Background: an optimization exercise with open tools, aiming at small area, a short achievable clock period and few clock cycles per item. Do not read the settings as production practice. Only simulation tests tie the RTL to the original design; equivalence was not proved. No activity file was given, so power comes from the tool's default toggle rates.

P:
==> flow/design.v (excerpt) <==
module priority_button_rule_resolver
#(
  parameter int NUM_RULES = pbr_pkg::NUM_RULES_DEF
) (
  input  logic                  clk,
  input  logic                  rst_n,
  input  logic                  in_tvalid,
  output logic                  in_tready,
  input  logic [pbr_pkg::IN_DATA_W-1:0]  in_tdata,
  input  logic [0:0]            in_tuser,
  output logic                  out_tvalid,
  input  logic                  out_tready,
  output logic [pbr_pkg::OUT_DATA_W-1:0] out_tdata,
  input  logic                  cfg_we,
  input  logic [pbr_pkg::CFG_IDX_W-1:0]  cfg_index,
  input  logic [pbr_pkg::CFG_DATA_W-1:0] cfg_wdata
);
==> flow/config.mk <==
export PLATFORM = sky130hd
export DESIGN_NAME = priority_button_rule_resolver
export DESIGN_NICKNAME = priority_button_rule_resolver
export VERILOG_FILES = /design/flow/design.v
export SDC_FILE = /design/flow/constraint.sdc
export NUM_CORES = 4
export LEC_CHECK = 0
export CAP_MARGIN = 20
export CORE_MARGIN = 2
export CORE_UTILIZATION = 55
export CTS_CLUSTER_DIAMETER = 60
export CTS_CLUSTER_SIZE = 20
export SETUP_SLACK_MARGIN = 2.3
export SLEW_MARGIN = 20
export BUFFER_PORTS_ARGS = -buffer_cell sky130_fd_sc_hd__buf_1
==> flow/constraint.sdc <==
create_clock -name core_clock -period 4.5 [get_ports {clk}]
set_input_delay 0.9000 -clock core_clock [delete_from_list [all_inputs] [get_ports {clk}]]
set_output_delay 0.9000 -clock core_clock [all_outputs]
set_load 0.01 [all_outputs]
standard.sh (not shown) runs the stock make flow with config.mk's settings and CLKGATE_MAP_FILE= SYNTH_SCRIPT=/design/flow/synth_recipe.tcl, a recipe that flattens the netlist after the stock synthesis.
==> flow/flow/run.sh <==
#!/bin/bash
# Own flow: the standard flow, with the ports buffered by the smallest
# buffer (sky130_fd_sc_hd__buf_1) instead of the default port buffer cell.
# Every port still gets its own buffer; the resizer upsizes them where timing needs it.
set -euo pipefail
echo 'export BUFFER_PORTS_ARGS = -buffer_cell sky130_fd_sc_hd__buf_1' >> config.mk
bash standard.sh > standard_flow.log 2>&1
P completed end to end with timing, DRC and antenna clean.
Testbench counts of P, summed over its fixed seeds: cycles 12,024, items 12,000.
Relative to P, the following input files were edited for Q:
==> flow/flow/run.sh <==
#!/bin/bash
# Own flow: the standard flow, with two changes:
# - the ports are buffered by the smallest buffer (sky130_fd_sc_hd__buf_1)
#   instead of the default port buffer cell; every port still gets its own
#   buffer, and the resizer upsizes them where timing needs it;
# - clock tree synthesis inserts no dummy loads (same clustering as config.mk).
set -euo pipefail
cat >> config.mk <<'EOC'
export BUFFER_PORTS_ARGS = -buffer_cell sky130_fd_sc_hd__buf_1
export CTS_ARGS = -sink_clustering_enable -repair_clock_nets -sink_clustering_size 20 -sink_clustering_max_diameter 60 -dont_use_dummy_load
EOC
bash standard.sh > standard_flow.log 2>&1
-- flow/config.mk --
<<< P, line 10
export CORE_UTILIZATION = 55
>>> Q, line 10
export CORE_UTILIZATION = 70
<<< P, line 13
export SETUP_SLACK_MARGIN = 2.3
>>> Q, line 13
export SETUP_SLACK_MARGIN = 2.2
<<< P, line 16
>>> Q, line 16
export CTS_ARGS = -sink_clustering_enable -repair_clock_nets -sink_clustering_size 20 -sink_clustering_max_diameter 60 -dont_use_dummy_load
Findings:
- Q went all the way through the flow, and no timing, DRC or antenna check failed.
- Q gives less final cell count than P did.
- Going from P to Q, number of failing setup endpoints in the final timing report level, logic depth of the worst path, buffers included went down by 2.
Modified inputs, R compared to Q
-- flow/config.mk --
<<< Q, line 10
export CORE_UTILIZATION = 70
>>> R, line 10
export CORE_UTILIZATION = 55
## What came out
Share of total power in the clock network in R is 1.4 points above Q.
Going from Q to R, number of antenna violations at the first check in global routing grows by 1.
Compared with Q, R shows final standard cell count with taps included and fillers excluded that has gone up by a few percent.
[compare] base=Q new=R: part of the Yosys area used for sequential elements about even; hold-critical path depth rose 1; clock period minus final worst setup slack rose 0.071 ns; full die area rose 12000 um2.
The share of cell area taken by flip-flops and latches of R and that of Q are within noise of each other.
On share of cells above drive strength 1: between Q and R, it ends up higher for Q.
R — portion of total power attributed to combinational logic 0.6 points lower, Q as reference
Inputs modified between R and S:
-- flow/flow/run.sh --
<<< R, line 6
# - clock tree synthesis inserts no dummy loads (same clustering as config.mk).
>>> S, line 6
# - clock tree synthesis inserts no dummy loads.
<<< R, line 10
export CTS_ARGS = -sink_clustering_enable -repair_clock_nets -sink_clustering_size 20 -sink_clustering_max_diameter 60 -dont_use_dummy_load
>>> S, line 10
export CTS_ARGS = -sink_clustering_enable -repair_clock_nets -dont_use_dummy_load
-- flow/config.mk --
<<< R, line 10
export CORE_UTILIZATION = 55
export CTS_CLUSTER_DIAMETER = 60
export CTS_CLUSTER_SIZE = 20
>>> S, line 10
export CORE_UTILIZATION = 62
<<< R, line 16
export CTS_ARGS = -sink_clustering_enable -repair_clock_nets -sink_clustering_size 20 -sink_clustering_max_diameter 60 -dont_use_dummy_load
>>> S, line 14
export CTS_ARGS = -sink_clustering_enable -repair_clock_nets -dont_use_dummy_load
Results
Per the comparison of S with R, die area fell 11%, design area rose about 1.8%, register-to-register slack rose 0.13 ns, share of power burned in the clock network rose 4.8 points, critical path depth in cells fell 5. From R to S the numbers moved as follows: number of pins with negative max-slew slack in the final report about even, fmax went up, sequential share of layout area down 1.1 points. End point of the critical path = ge_r[4]: R; end point of the critical path = res_r[43]: S. On S: minimum clock period after layout is 0.13 ns lower than what R gave. In the tables for S and R, logic gate share of total power reads higher with R.

---

Starting RTL as in the previous note.
Design priority_button_rule_resolver, start of the top module:
module priority_button_rule_resolver
#(
  parameter int NUM_RULES = pbr_pkg::NUM_RULES_DEF
) (
  input  logic                  clk,
  input  logic                  rst_n,
  input  logic                  in_tvalid,
  output logic                  in_tready,
  input  logic [pbr_pkg::IN_DATA_W-1:0]  in_tdata,
  input  logic [0:0]            in_tuser,
  output logic                  out_tvalid,
  input  logic                  out_tready,
  output logic [pbr_pkg::OUT_DATA_W-1:0] out_tdata,
  input  logic                  cfg_we,
  input  logic [pbr_pkg::CFG_IDX_W-1:0]  cfg_index,
  input  logic [pbr_pkg::CFG_DATA_W-1:0] cfg_wdata
);
==> flow/config.mk <==
export PLATFORM = sky130hd
export DESIGN_NAME = priority_button_rule_resolver
export DESIGN_NICKNAME = priority_button_rule_resolver
export VERILOG_FILES = /design/flow/design.v
export SDC_FILE = /design/flow/constraint.sdc
export NUM_CORES = 4
export LEC_CHECK = 0
export CAP_MARGIN = 20
export CORE_MARGIN = 2
export CORE_UTILIZATION = 62
export CTS_CLUSTER_DIAMETER = 60
export CTS_CLUSTER_SIZE = 20
export SETUP_SLACK_MARGIN = 2.2
export SLEW_MARGIN = 20
export BUFFER_PORTS_ARGS = -buffer_cell sky130_fd_sc_hd__buf_1
export CTS_ARGS = -sink_clustering_enable -repair_clock_nets -sink_clustering_size 20 -sink_clustering_max_diameter 60 -dont_use_dummy_load
==> flow/constraint.sdc <==
create_clock -name core_clock -period 4.5 [get_ports {clk}]
set_input_delay 0.9000 -clock core_clock [delete_from_list [all_inputs] [get_ports {clk}]]
set_output_delay 0.9000 -clock core_clock [all_outputs]
set_load 0.01 [all_outputs]
==> flow/flow/run.sh <==
#!/bin/bash
# Own flow: the standard flow, with two changes:
# - the ports are buffered by the smallest buffer (sky130_fd_sc_hd__buf_1)
#   instead of the default port buffer cell; every port still gets its own
#   buffer, and the resizer upsizes them where timing needs it;
# - clock tree synthesis inserts no dummy loads (same clustering as config.mk).
set -euo pipefail
cat >> config.mk <<'EOC'
export BUFFER_PORTS_ARGS = -buffer_cell sky130_fd_sc_hd__buf_1
export CTS_ARGS = -sink_clustering_enable -repair_clock_nets -sink_clustering_size 20 -sink_clustering_max_diameter 60 -dont_use_dummy_load
EOC
bash standard.sh > standard_flow.log 2>&1
The baseline produced a clean layout.
Testbench counts at the start, summed over its fixed seeds: cycles 12,024, items 12,000.
Rerun with:
--- a/flow/config.mk
+++ b/flow/config.mk
@@ -8,5 +8,5 @@
 export CAP_MARGIN = 20
 export CORE_MARGIN = 2
-export CORE_UTILIZATION = 62
+export CORE_UTILIZATION = 45
 export CTS_CLUSTER_DIAMETER = 60
 export CTS_CLUSTER_SIZE = 20
Result: Wire length rose by a few percent; combinational power rose by a few percent; critical path depth fell by 2; via count fell slightly.
Rerun with:
--- a/flow/config.mk
+++ b/flow/config.mk
@@ -8,8 +8,8 @@
 export CAP_MARGIN = 20
 export CORE_MARGIN = 2
-export CORE_UTILIZATION = 45
+export CORE_UTILIZATION = 62
 export CTS_CLUSTER_DIAMETER = 60
 export CTS_CLUSTER_SIZE = 20
-export SETUP_SLACK_MARGIN = 2.2
+export SETUP_SLACK_MARGIN = 2.3
 export SLEW_MARGIN = 20
 export BUFFER_PORTS_ARGS = -buffer_cell sky130_fd_sc_hd__buf_1
After rerunning:
- setup slack gains 83 ps
- total power is lower slightly
- cell count decreases by a little under a tenth
Rerun with:
==> flow/run.sh (new file) <==
#!/bin/bash
# synth_recipe.tcl (not shown) runs the flow's synth.tcl, then flattens the netlist and writes it again
# the make line also repeats each setting of config.mk as NAME=value (left out here)
make -C /OpenROAD-flow-scripts/flow DESIGN_CONFIG=/design/flow/config.mk WORK_HOME=/design/flow/orfs CLKGATE_MAP_FILE= SYNTH_SCRIPT=/design/flow/synth_recipe.tcl finish
==> flow/config.mk (replaced) <==
export PLATFORM = sky130hd
export DESIGN_NAME = priority_button_rule_resolver
export DESIGN_NICKNAME = priority_button_rule_resolver
export VERILOG_FILES = /design/flow/design.v
export SDC_FILE = /design/flow/constraint.sdc
export NUM_CORES = 4
export LEC_CHECK = 0
export CAP_MARGIN = 20
export CORE_MARGIN = 2
export CORE_UTILIZATION = 55
export CTS_CLUSTER_DIAMETER = 60
export CTS_CLUSTER_SIZE = 20
export SETUP_SLACK_MARGIN = 2.3
export SLEW_MARGIN = 20
removed: flow/flow/run.sh
removed: flow/standard.sh
- utilization falls by 3.9 points
- clock power rises by roughly a tenth
- maximum frequency is about the same
- via count rises slightly
- hold slack improved by 24 ps
- area after synthesis is unchanged
- die area rises by roughly a tenth
- total power rises by a few percent
- synthesized cell count stays the same
- cell area rises by a few percent
Rerun with:
==> flow/flow/run.sh (new file) <==
#!/bin/bash
# Own flow: the standard flow, with two changes:
# - the ports are buffered by the smallest buffer (sky130_fd_sc_hd__buf_1)
#   instead of the default port buffer cell; every port still gets its own
#   buffer, and the resizer upsizes them where timing needs it;
# - clock tree synthesis inserts no dummy loads (same clustering as config.mk).
set -euo pipefail
cat >> config.mk <<'EOC'
export BUFFER_PORTS_ARGS = -buffer_cell sky130_fd_sc_hd__buf_1
export CTS_ARGS = -sink_clustering_enable -repair_clock_nets -sink_clustering_size 20 -sink_clustering_max_diameter 60 -dont_use_dummy_load
EOC
bash standard.sh > standard_flow.log 2>&1
==> flow/standard.sh (new file) <==
#!/bin/bash
# synth_recipe.tcl (not shown) runs the flow's synth.tcl, then flattens the netlist and writes it again
# the make line also repeats each setting of config.mk as NAME=value (left out here)
make -C /OpenROAD-flow-scripts/flow DESIGN_CONFIG=/design/flow/config.mk WORK_HOME=/design/flow/orfs CLKGATE_MAP_FILE= SYNTH_SCRIPT=/design/flow/synth_recipe.tcl "${@:-finish}"
--- a/flow/config.mk
+++ b/flow/config.mk
@@ -11,4 +11,6 @@
 export CTS_CLUSTER_DIAMETER = 60
 export CTS_CLUSTER_SIZE = 20
-export SETUP_SLACK_MARGIN = 2.3
+export SETUP_SLACK_MARGIN = 1.7
 export SLEW_MARGIN = 20
+export BUFFER_PORTS_ARGS = -buffer_cell sky130_fd_sc_hd__buf_1
+export CTS_ARGS = -sink_clustering_enable -repair_clock_nets -sink_clustering_size 20 -sink_clustering_max_diameter 60 -dont_use_dummy_load
removed: flow/run.sh
Outcome:
- The changed run finished with timing, DRC and antenna clean
- setup slack got worse by 440 ps
- global-route usage came out higher by 0.37 points
- final cell count came out lower by 5.6%
- clock-buffer cell count came out lower by 19
- via count came out lower by 3.9%
- routed wire length came out lower by 2.0%
- sequential share of layout area came out higher by 6.5 points
- cell area came out lower by 10%
- hold slack got worse by 15 ps
- maximum frequency came out lower by 16%

[separate check: timing with driven ports]
The flow's constraints put no driver on any port. The routed layouts listed below were extracted and timed again, unchanged, in two steps.
Step 1, drivers: a clkbuf_16 drives clk and a buf_2 each remaining input, both assumed.
Step 2 also shifts input and output timing later by t, the mid clock arrival at the registers, as if the neighbouring blocks saw the same clock.
Slacks: no drivers / after step 1 / after step 2; pairs: no drivers / after step 1.
run | shift t [ns] | setup slack, ns | hold WS [ns]
P | 0.677 | 2.155 / 2.155 / 1.713 | 0.441 / 0.400 / 0.469
Q | 0.647 | 2.145 / 2.109 / 1.672 | 0.463 / 0.434 / 0.469
R | 0.671 | 2.074 / 2.074 / 1.662 | 0.444 / 0.403 / 0.444
S | 0.660 | 2.204 / 2.172 / 1.608 | 0.456 / 0.416 / 0.463
the first run of note 2 | 0.659 | 2.144 / 2.144 / 1.678 | 0.451 / 0.414 / 0.462
the second run of note 2 | 0.666 | 2.088 / 2.088 / 1.664 | 0.433 / 0.394 / 0.462
the third run of note 2 | 0.655 | 2.171 / 2.135 / 1.759 | 0.443 / 0.410 / 0.465
the fourth run of note 2 | 0.675 | 2.173 / 2.161 / 1.693 | 0.467 / 0.467 / 0.467
the fifth run of note 2 | 0.662 | 1.733 / 1.733 / 1.468 | 0.451 / 0.414 / 0.465
After both steps setup and hold are still met in every run listed. For S, which loses most, drivers alone change the setup slack by -0.032 ns; drivers and shift together by -0.596 ns.
